This design comes from an exercise in tuning for small area on the open sky130 flow, not from production work.
Only simulation tests tie the RTL to the original design; equivalence was not proved.
Power figures rest on the tool's default switching activity, not on a simulated workload.

==> flow/design.v (excerpt) <==
module rv_core (
    input  logic                     clk,
    input  logic                     reset,
    output logic [rv_pkg::xlen-1:0]  imem_addr,
    input  logic [rv_pkg::xlen-1:0]  imem_data,
    output logic [rv_pkg::xlen-1:0]  dmem_addr,
    output logic [rv_pkg::xlen-1:0]  dmem_wdata,
    output logic [3:0]               dmem_be,
    output logic                     dmem_we,
    output logic                     dmem_re,
    input  logic [rv_pkg::xlen-1:0]  dmem_rdata,
    output logic                     retire_valid,
    output logic [rv_pkg::xlen-1:0]  retire_pc,
    output logic                     retire_rd_wen,
    output logic [4:0]               retire_rd,
    output logic [rv_pkg::xlen-1:0]  retire_rd_data
);
==> flow/config.mk <==
export PLATFORM = sky130hd
export DESIGN_NAME = rv_core
export DESIGN_NICKNAME = rv_core
export VERILOG_FILES = /design/flow/design.v
export SDC_FILE = /design/flow/constraint.sdc
export NUM_CORES = 4
export LEC_CHECK = 0
export CAP_MARGIN = 20
export CELL_PAD_IN_SITES_DETAIL_PLACEMENT = 1
export CORE_MARGIN = 2
export CORE_UTILIZATION = 50
export CTS_BUF_LIST = sky130_fd_sc_hd__clkbuf_16
export CTS_CLUSTER_DIAMETER = 80
export CTS_CLUSTER_SIZE = 25
export SETUP_SLACK_MARGIN = 0.5
export SLEW_MARGIN = 20
export SYNTH_HIERARCHICAL = 1
==> flow/constraint.sdc <==
create_clock -name core_clock -period 12.0 [get_ports {clk}]
set_input_delay 2.4000 -clock core_clock [delete_from_list [all_inputs] [get_ports {clk}]]
set_output_delay 2.4000 -clock core_clock [all_outputs]
set_load 0.01 [all_outputs]
run.sh (not shown) runs the stock make flow with config.mk's settings and CLKGATE_MAP_FILE= SYNTH_SCRIPT=/design/flow/synth_recipe.tcl, a recipe that flattens the netlist after the stock synthesis.
Next try:
==> flow/flow/run.sh (new file) <==
#!/bin/bash
# The standard layout (standard.sh), with every input and output port
# buffered by the smallest buffer cell instead of the default delay buffer,
# and cells off the critical paths downsized after global routing.
set -euo pipefail
export BUFFER_PORTS_ARGS="-buffer_cell sky130_fd_sc_hd__buf_1"
export RECOVER_POWER=100
bash standard.sh > standard.log 2>&1
==> flow/standard.sh (new file) <==
#!/bin/bash
# synth_recipe.tcl (not shown) runs the flow's synth.tcl, then flattens the netlist and writes it again
# the make line also repeats each setting of config.mk as NAME=value (left out here)
make -C /OpenROAD-flow-scripts/flow DESIGN_CONFIG=/design/flow/config.mk WORK_HOME=/design/flow/orfs CLKGATE_MAP_FILE= SYNTH_SCRIPT=/design/flow/synth_recipe.tcl "${@:-finish}"
Settings changed: SETUP_SLACK_MARGIN 0.5 to 0.3.
removed: flow/run.sh
Effect: This time the run produced a layout that fails on capacitance limit, slew limit. Clock skew went down by 15 ps. Register-to-register slack is worse by 710 ps. Fmax went down by 1.2%. Wire length went down by 2.0%. Final cell count went down by 1.8%. Clock-buffer cell count stays the same. Via count went down by 2.0%. Synthesized area is unchanged. Die area stays the same. Final area went down by 5.6%.

* * *

Setup of wip/maple:
rv_core again, from the RTL that the note above started with.
==> flow/config.mk <==
export PLATFORM = sky130hd
export DESIGN_NAME = rv_core
export DESIGN_NICKNAME = rv_core
export VERILOG_FILES = /design/flow/design.v
export SDC_FILE = /design/flow/constraint.sdc
export NUM_CORES = 4
export LEC_CHECK = 0
export CAP_MARGIN = 20
export CELL_PAD_IN_SITES_DETAIL_PLACEMENT = 1
export CORE_MARGIN = 2
export CORE_UTILIZATION = 50
export CTS_BUF_LIST = sky130_fd_sc_hd__clkbuf_16
export CTS_CLUSTER_DIAMETER = 80
export CTS_CLUSTER_SIZE = 25
export SETUP_SLACK_MARGIN = 0.3
export SLEW_MARGIN = 20
export SYNTH_HIERARCHICAL = 1
==> flow/constraint.sdc <==
create_clock -name core_clock -period 12.0 [get_ports {clk}]
set_input_delay 2.4000 -clock core_clock [delete_from_list [all_inputs] [get_ports {clk}]]
set_output_delay 2.4000 -clock core_clock [all_outputs]
set_load 0.01 [all_outputs]
standard.sh (not shown) runs the stock make flow with config.mk's settings and CLKGATE_MAP_FILE= SYNTH_SCRIPT=/design/flow/synth_recipe.tcl, a recipe that flattens the netlist after the stock synthesis.
==> flow/flow/run.sh <==
#!/bin/bash
# The standard layout (standard.sh), with every input and output port
# buffered by the smallest buffer cell instead of the default delay buffer.
set -euo pipefail
export BUFFER_PORTS_ARGS="-buffer_cell sky130_fd_sc_hd__buf_1"
bash standard.sh > standard.log 2>&1
wip/maple | status: complete | timing, DRC, antenna: pass
### wip/maple -> wip/sierra
- a change of SETUP_SLACK_MARGIN from 0.3 to 0.5
==> results.txt <==
As of wip/sierra, post-layout total power had risen by a few percent compared to wip/maple. Final weighted congestion in routability-driven placement: wip/sierra and wip/maple compared, lower one is wip/maple. Clock network fraction of total power: wip/sierra vs wip/maple up 0.8 points. Post-cts sizing count: wip/sierra and wip/maple compared, higher one is wip/sierra. Post-place setup slack: wip/sierra vs wip/maple up 0.42 ns.

re-timing with driven ports:
No port has a modelled driver above. Below, the same layouts with a new extraction and two added sets of constraints.
Step 1 sets driving cells, clkbuf_16 on the clock port and buf_2 on the other inputs (assumed; they add their load-dependent delay and slew).
Step 2 times the ports against the registers' clock, not the clock port: input delays grow and output delays shrink by t, the midpoint of the rising clock arrivals with the driver on.
Slacks: ideal / step 1 / step 2; pairs: ideal / step 1.
run | t, ns | setup WS [ns] | worst hold slack (ns) | worst slew at a driven data input, ns | pins driven straight from the clock port
the first run of note 1 | 0.782 | 0.258 / 0.230 / -0.122 | 0.514 / 0.514 / 0.514 | 0.13 | 1
the second run of note 1 | 0.792 | 0.115 / 0.089 / -0.548 | 0.514 / 0.514 / 0.514 | 0.19 | 1
wip/maple | 0.795 | 0.159 / 0.127 / -0.313 | 0.510 / 0.510 / 0.510 | 0.19 | 1
wip/sierra | 0.795 | 0.396 / 0.369 / -0.075 | 0.509 / 0.509 / 0.509 | 0.07 | 1
For the second run of note 1, which loses most, drivers alone change the setup slack by -0.026 ns; drivers and shift together by -0.663 ns.
